Source: an optimization exercise on an open RTL-to-GDS flow (aim: small area, a short achievable clock period and few clock cycles per item). Production flows keep margins and buffers that such runs may drop.
Only simulation tests tie the RTL to the original design; equivalence was not proved.
No activity file was given, so power comes from the tool's default toggle rates.

==> yarrow <==
==> flow/design.v <==
`timescale 1ns/1ps
`default_nettype none
package core_pkg;
	typedef logic [31:0] word_t;
	typedef logic [4:0] reg_addr_t;
	localparam logic [6:0] OPC_OP     = 7'b0110011;
	localparam logic [6:0] OPC_OP_IMM = 7'b0010011;
	typedef enum logic [3:0] {
		ALU_ADD  = 4'b0000,
		ALU_SLL  = 4'b0001,
		ALU_SLT  = 4'b0010,
		ALU_SLTU = 4'b0011,
		ALU_XOR  = 4'b0100,
		ALU_SRL  = 4'b0101,
		ALU_OR   = 4'b0110,
		ALU_AND  = 4'b0111,
		ALU_SUB  = 4'b1000,
		ALU_SRA  = 4'b1101
	} alu_op_e;
	typedef struct packed {
		logic [6:0] funct7;
		reg_addr_t  rs2;
		reg_addr_t  rs1;
		logic [2:0] funct3;
		reg_addr_t  rd;
		logic [6:0] opcode;
	} r_type_t;
	typedef struct packed {
		logic [11:0] imm12;
		reg_addr_t   rs1;
		logic [2:0]  funct3;
		reg_addr_t   rd;
		logic [6:0]  opcode;
	} i_type_t;
	typedef union packed {
		r_type_t r;
		i_type_t i;
	} instr_u;
	typedef struct packed {
		logic      valid;
		alu_op_e   alu_op;
		reg_addr_t rd;
		word_t     op_a;
		word_t     op_b;
	} dec_t;
	typedef struct packed {
		logic      valid;
		reg_addr_t rd;
		word_t     data;
	} fwd_t;
	typedef struct packed {
		reg_addr_t rd;
		word_t     data;
	} wb_t;
endpackage
`default_nettype wire
`timescale 1ns/1ps
`default_nettype none
module reg_file (
	input  logic        clk,
	input  logic        arst_n,
	input  logic [4:0]  ra1,
	input  logic [4:0]  ra2,
	output logic [31:0] rd1,
	output logic [31:0] rd2,
	input  logic        we,
	input  logic [4:0]  wa,
	input  logic [31:0] wd
);
	logic [31:0] regs [1:31];
	logic [31:1] wrn;
	always_ff @(posedge clk or negedge arst_n) begin
		if (!arst_n) begin
			wrn <= '0;
		end else begin
			for (int k = 1; k < 32; k++) begin
				if (we && (wa == k)) begin
					wrn[k] <= 1'b1;
				end
			end
		end
	end
	genvar i;
	generate
		for (i = 1; i < 32; i++) begin : g_reg
			always_ff @(posedge clk) begin
				if (we && (wa == i)) begin
					regs[i] <= wd;
				end
			end
		end
	endgenerate
	always_comb begin
		rd1 = '0;
		rd2 = '0;
		for (int k = 1; k < 32; k++) begin
			rd1 = rd1 | (regs[k] & {32{wrn[k] && (ra1 == k)}});
			rd2 = rd2 | (regs[k] & {32{wrn[k] && (ra2 == k)}});
		end
	end
endmodule
`default_nettype wire
`timescale 1ns/1ps
`default_nettype none
module decode_stage (
	input  logic        clk,
	input  logic        arst_n,
	input  logic [31:0] instr,
	input  logic        instr_valid,
	input  logic        adv,
	input  logic [31:0] e_p,
	input  logic [32:0] e_c,
	input  logic [31:0] e_sl,
	input  logic [31:0] e_sr,
	input  logic        e_lt,
	input  logic        e_ltu,
	input  logic [31:0] e_logic,
	input  logic        x_valid,
	input  logic [4:0]  x_rd,
	input  logic [31:0] x_data,
	output logic        d_valid,
	output logic [4:0]  d_rd,
	output logic [31:0] d_a,
	output logic [31:0] d_bx,
	output logic        d_cin,
	output logic        d_sra,
	output logic [7:0]  d_sel,
	output logic [3:0]  d_sh1,
	output logic [3:0]  d_sh2
);
	logic        is_op;
	logic        is_imm;
	logic [4:0]  rd;
	logic [2:0]  f3;
	logic [4:0]  rs1;
	logic [4:0]  rs2;
	logic [11:0] imm12;
	assign is_op  = (instr[6:0] == core_pkg::OPC_OP);
	assign is_imm = (instr[6:0] == core_pkg::OPC_OP_IMM);
	assign rd     = instr[11:7];
	assign f3     = instr[14:12];
	assign rs1    = instr[19:15];
	assign rs2    = instr[24:20];
	assign imm12  = instr[31:20];
	logic [7:0] sel;
	logic       sub;
	logic       inv_b;
	always_comb begin
		sel = '0;
		sel[f3] = 1'b1;
	end
	assign sub = (f3 == 3'b000) && is_op && imm12[10];
	assign inv_b = sub || (f3[2:1] == 2'b01);
	logic [31:0] rf1;
	logic [31:0] rf2;
	logic a_alu, a_x, a_rf;
	logic b_alu, b_x, b_rf;
	assign a_alu = d_valid && (d_rd == rs1) && (rs1 != 5'd0);
	assign a_x   = !a_alu && x_valid && (x_rd == rs1) && (rs1 != 5'd0);
	assign a_rf  = !a_alu && !a_x;
	assign b_alu = d_valid && (d_rd == rs2) && (rs2 != 5'd0);
	assign b_x   = !b_alu && x_valid && (x_rd == rs2) && (rs2 != 5'd0);
	assign b_rf  = !b_alu && !b_x;
	reg_file i_reg_file (
		.clk    (clk),
		.arst_n (arst_n),
		.ra1    (rs1),
		.ra2    (rs2),
		.rd1    (rf1),
		.rd2    (rf2),
		.we     (x_valid),
		.wa     (x_rd),
		.wd     (x_data)
	);
	logic [31:0] a_early;
	logic [31:0] b_early;
	assign a_early = ({32{a_alu}} & e_logic) | ({32{a_x}} & x_data) | ({32{a_rf}} & rf1);
	assign b_early = ({32{b_alu}} & e_logic) | ({32{b_x}} & x_data) | ({32{b_rf}} & rf2);
	function automatic logic [31:0] fwd_late(
		input logic        take,
		input logic        inv,
		input logic [7:0]  esel,
		input logic [31:0] ep,
		input logic [32:0] ec,
		input logic [31:0] sl,
		input logic [31:0] sr,
		input logic        lt,
		input logic        ltu,
		input logic [31:0] early
	);
		logic [31:0] base;
		logic [31:0] h0;
		logic [31:0] h1;
		logic [31:0] v;
		base = ({32{take & esel[1]}} & sl)
			| ({32{take & esel[5]}} & sr)
			| early;
		h0 = (base | ({32{take & esel[0]}} & ep)) ^ {32{inv}};
		h1 = (base | ({32{take & esel[0]}} & ~ep)) ^ {32{inv}};
		for (int i = 0; i < 32; i++) begin
			v[i] = ec[i] ? h1[i] : h0[i];
		end
		v[0] = v[0] ^ ((take & esel[2] & lt) | (take & esel[3] & ltu));
		fwd_late = v;
	endfunction
	logic [31:0] a_val;
	logic [31:0] b_fwd;
	logic [31:0] b_val;
	logic [31:0] b_raw;
	assign a_val = fwd_late(a_alu, 1'b0, d_sel, e_p, e_c, e_sl, e_sr, e_lt, e_ltu, a_early);
	assign b_fwd = fwd_late(b_alu, inv_b, d_sel, e_p, e_c, e_sl, e_sr, e_lt, e_ltu, b_early);
	assign b_raw = !is_imm ? (b_fwd ^ {32{inv_b}})
		: (f3[1:0] == 2'b01) ? {27'b0, rs2}
		: {{20{imm12[11]}}, imm12};
	assign b_val = !is_imm ? b_fwd : (b_raw ^ {32{inv_b}});
	logic [3:0] sh1;
	logic [3:0] sh2;
	always_comb begin
		sh1 = '0;
		sh2 = '0;
		sh1[b_raw[1:0]] = 1'b1;
		sh2[b_raw[3:2]] = 1'b1;
	end
	always_ff @(posedge clk or negedge arst_n) begin
		if (!arst_n) begin
			d_valid <= 1'b0;
		end else if (adv) begin
			d_valid <= instr_valid && (is_op || is_imm);
		end
	end
	always_ff @(posedge clk) begin
		if (adv) begin
			d_rd  <= rd;
			d_a   <= a_val;
			d_bx  <= b_val;
			d_cin <= inv_b;
			d_sra <= imm12[10];
			d_sel <= sel;
			d_sh1 <= sh1;
			d_sh2 <= sh2;
		end
	end
endmodule
`default_nettype wire
`timescale 1ns/1ps
`default_nettype none
module execute_stage (
	input  logic [31:0] a,
	input  logic [31:0] bx,
	input  logic        cin,
	input  logic        sra,
	input  logic [7:0]  sel,
	input  logic [3:0]  sh1,
	input  logic [3:0]  sh2,
	output logic [31:0] p,
	output logic [32:0] c,
	output logic [31:0] sl,
	output logic [31:0] sr,
	output logic        lt,
	output logic        ltu,
	output logic [31:0] logic_res,
	output logic [31:0] res
);
	logic [31:0] g;
	logic [32:0] sum_x;
	logic        cout;
	logic [31:0] sum;
	assign p = a ^ bx;
	assign g = a & bx;
	assign {cout, sum_x} = {1'b0, a, 1'b1} + {1'b0, bx, cin};
	assign sum = sum_x[32:1];
	assign c = {cout, sum ^ p};
	assign ltu = !c[32];
	assign lt  = (a[31] == bx[31]) ? a[31] : sum[31];
	assign logic_res = ({32{sel[4]}} & p)
		| ({32{sel[6]}} & (a | bx))
		| ({32{sel[7]}} & g);
	logic [31:0] l1, l2;
	logic [63:0] rx;
	logic [31:0] r1, r2;
	assign l1 = ({32{sh1[0]}} & a) | ({32{sh1[1]}} & {a[30:0], 1'b0})
		| ({32{sh1[2]}} & {a[29:0], 2'b0}) | ({32{sh1[3]}} & {a[28:0], 3'b0});
	assign l2 = ({32{sh2[0]}} & l1) | ({32{sh2[1]}} & {l1[27:0], 4'b0})
		| ({32{sh2[2]}} & {l1[23:0], 8'b0}) | ({32{sh2[3]}} & {l1[19:0], 12'b0});
	assign sl = bx[4] ? {l2[15:0], 16'b0} : l2;
	assign rx = {{32{sra & a[31]}}, a};
	assign r1 = ({32{sh1[0]}} & rx[31:0]) | ({32{sh1[1]}} & rx[32:1])
		| ({32{sh1[2]}} & rx[33:2]) | ({32{sh1[3]}} & rx[34:3]);
	logic [63:0] r1x;
	assign r1x = {{32{sra & a[31]}}, r1};
	assign r2 = ({32{sh2[0]}} & r1x[31:0]) | ({32{sh2[1]}} & r1x[35:4])
		| ({32{sh2[2]}} & r1x[39:8]) | ({32{sh2[3]}} & r1x[43:12]);
	assign sr = bx[4] ? {{16{sra & a[31]}}, r2[31:16]} : r2;
	assign res = ({32{sel[0]}} & sum)
		| ({32{sel[1]}} & sl)
		| ({32{sel[2]}} & {31'b0, lt})
		| ({32{sel[3]}} & {31'b0, ltu})
		| ({32{sel[5]}} & sr)
		| logic_res;
endmodule
`default_nettype wire
`timescale 1ns/1ps
`default_nettype none
module result_stage (
	input  logic        clk,
	input  logic        arst_n,
	input  logic        d_valid,
	input  logic [4:0]  d_rd,
	input  logic [31:0] alu_res,
	output logic        adv,
	output logic        x_valid,
	output logic [4:0]  x_rd,
	output logic [31:0] x_data,
	output logic [36:0] wb,
	output logic        wb_valid,
	input  logic        wb_ready
);
	assign adv = !x_valid || wb_ready;
	always_ff @(posedge clk or negedge arst_n) begin
		if (!arst_n) begin
			x_valid <= 1'b0;
		end else if (adv) begin
			x_valid <= d_valid;
		end
	end
	always_ff @(posedge clk) begin
		if (adv) begin
			x_rd   <= d_rd;
			x_data <= alu_res;
		end
	end
	assign wb_valid = x_valid;
	assign wb       = {x_rd, x_data};
endmodule
`default_nettype wire
`timescale 1ns/1ps
`default_nettype none
module core_top (
	input  logic  clk,
	input  logic  arst_n,
	input  logic [31:0] instr,
	input  logic  instr_valid,
	output logic  instr_ready,
	output logic [36:0] wb,
	output logic  wb_valid,
	input  logic  wb_ready
);
	logic adv;
	logic        d_valid;
	logic [4:0]  d_rd;
	logic [31:0] d_a;
	logic [31:0] d_bx;
	logic        d_cin;
	logic        d_sra;
	logic [7:0]  d_sel;
	logic [3:0]  d_sh1;
	logic [3:0]  d_sh2;
	logic [31:0] e_p;
	logic [32:0] e_c;
	logic [31:0] e_sl;
	logic [31:0] e_sr;
	logic        e_lt;
	logic        e_ltu;
	logic [31:0] e_logic;
	logic [31:0] alu_res;
	logic        x_valid;
	logic [4:0]  x_rd;
	logic [31:0] x_data;
	assign instr_ready = adv;
	decode_stage i_decode_stage (
		.clk         (clk),
		.arst_n      (arst_n),
		.instr       (instr),
		.instr_valid (instr_valid),
		.adv         (adv),
		.e_p         (e_p),
		.e_c         (e_c),
		.e_sl        (e_sl),
		.e_sr        (e_sr),
		.e_lt        (e_lt),
		.e_ltu       (e_ltu),
		.e_logic     (e_logic),
		.x_valid     (x_valid),
		.x_rd        (x_rd),
		.x_data      (x_data),
		.d_valid     (d_valid),
		.d_rd        (d_rd),
		.d_a         (d_a),
		.d_bx        (d_bx),
		.d_cin       (d_cin),
		.d_sra       (d_sra),
		.d_sel       (d_sel),
		.d_sh1       (d_sh1),
		.d_sh2       (d_sh2)
	);
	execute_stage i_execute_stage (
		.a         (d_a),
		.bx        (d_bx),
		.cin       (d_cin),
		.sra       (d_sra),
		.sel       (d_sel),
		.sh1       (d_sh1),
		.sh2       (d_sh2),
		.p         (e_p),
		.c         (e_c),
		.sl        (e_sl),
		.sr        (e_sr),
		.lt        (e_lt),
		.ltu       (e_ltu),
		.logic_res (e_logic),
		.res       (alu_res)
	);
	result_stage i_result_stage (
		.clk      (clk),
		.arst_n   (arst_n),
		.adv      (adv),
		.d_valid  (d_valid),
		.d_rd     (d_rd),
		.alu_res  (alu_res),
		.x_valid  (x_valid),
		.x_rd     (x_rd),
		.x_data   (x_data),
		.wb       (wb),
		.wb_valid (wb_valid),
		.wb_ready (wb_ready)
	);
endmodule
`default_nettype wire
==> flow/run.sh <==
#!/bin/bash
# synth_recipe.tcl (not shown) runs the flow's synth.tcl, then flattens the netlist and writes it again
# the make line also repeats each setting of config.mk as NAME=value (left out here)
make -C /OpenROAD-flow-scripts/flow DESIGN_CONFIG=/design/flow/config.mk WORK_HOME=/design/flow/orfs CLKGATE_MAP_FILE= SYNTH_SCRIPT=/design/flow/synth_recipe.tcl finish
==> flow/config.mk <==
export PLATFORM = sky130hd
export DESIGN_NAME = core_top
export DESIGN_NICKNAME = core_top
export VERILOG_FILES = /design/flow/design.v
export SDC_FILE = /design/flow/constraint.sdc
export NUM_CORES = 4
export LEC_CHECK = 0
export CAP_MARGIN = 5
export CORE_MARGIN = 2
export CORE_UTILIZATION = 50
export CTS_CLUSTER_DIAMETER = 60
export CTS_CLUSTER_SIZE = 20
export PLACE_DENSITY = 0.6
export SETUP_SLACK_MARGIN = 1.0
export SLEW_MARGIN = 5
export TNS_END_PERCENT = 100
==> flow/constraint.sdc <==
create_clock -name core_clock -period 4.5 [get_ports {clk}]
set_input_delay 0.9000 -clock core_clock [delete_from_list [all_inputs] [get_ports {clk}]]
set_output_delay 0.9000 -clock core_clock [all_outputs]
set_load 0.01 [all_outputs]
==> inputs of pepper, as changes to yarrow <==
--- a/flow/config.mk
+++ b/flow/config.mk
@@ -9,7 +9,7 @@
 export CORE_MARGIN = 2
-export CORE_UTILIZATION = 50
+export CORE_UTILIZATION = 55
 export CTS_CLUSTER_DIAMETER = 60
 export CTS_CLUSTER_SIZE = 20
-export PLACE_DENSITY = 0.6
-export SETUP_SLACK_MARGIN = 1.0
+export PLACE_DENSITY = 0.65
+export SETUP_SLACK_MARGIN = 1.2
 export SLEW_MARGIN = 5
==> out/metrics.csv <==
stage,metric,value,unit
grt,grt_pass1_vias,46100,
route,route.met2.wl,111000,µm
critical_path,startpoint,i_decode_stage.d_sh1[0],
final_layout,final_cell_mix,"1116 x edfxtp_1, 427 x buf_4, 384 x a22oi_1, 295 x a22o_1, 275 x a221oi_1",
timing,fin_skew,48.6,ps
grt,met1_usage,62.6,%
critical_path,path_delay_family,compound AO/OA/AOI/OAI gates,
outcome,status,"complete, no violations",
pwr,pg_clk,8.76,mW
final_layout,buffers_excl_clock,633,
critical_path,timing.rr.start,i_decode_stage.d_sh1[0],
That was pepper.
==> out/metrics.csv <==
stage,metric,value,unit
grt,grt_max_degree,128,
critical_path,timing.rr.start,i_result_stage.x_valid,
route,route.met2.wl,113000,µm
placement,dp_slack,-616,ps
final_layout,buffers_excl_clock,555,
timing,fin_skew,41.7,ps
critical_path,startpoint,i_result_stage.x_valid,
grt,grt_pass1_vias,45100,
final_layout,final_cell_mix,"1116 x edfxtp_1, 385 x a22oi_1, 381 x buf_4, 295 x a22o_1, 281 x a221oi_1",
route,drtAntennaViolNets,0,
outcome,status,"complete, no violations",
grt,met1_usage,62.5,%
That was yarrow.
Testbench counts of yarrow, summed over its fixed seeds: cycles 12,016, items 12,000.
Testbench counts of pepper, summed over its fixed seeds: cycles 12,016, items 12,000.

-- what the ideal ports hide --
In the flow no input, the clock included, has a driving cell. The finished layouts below were timed again as built, in two steps. Step 1 assumes that a clkbuf_16 drives the clock port and a buf_2 every other input. Step 2, shift: input delay + t, output delay - t, t = (earliest + latest rising clock arrival at the registers) / 2. This alone moves slack from input paths to output paths. Slacks: no drivers / after step 1 / after step 2; pairs: no drivers / after step 1.
run	t, ns	setup slack, ns	hold WS [ns]
yarrow	0.791	0.977 / 0.977 / 0.252	0.485 / 0.485 / 0.485
pepper	0.784	0.792 / 0.792 / 0.305	0.499 / 0.499 / 0.499
After both steps setup and hold are still met in every run listed. The setup slack of yarrow, which loses most, moves by 0.000 ns with the drivers and by -0.725 ns with both steps.
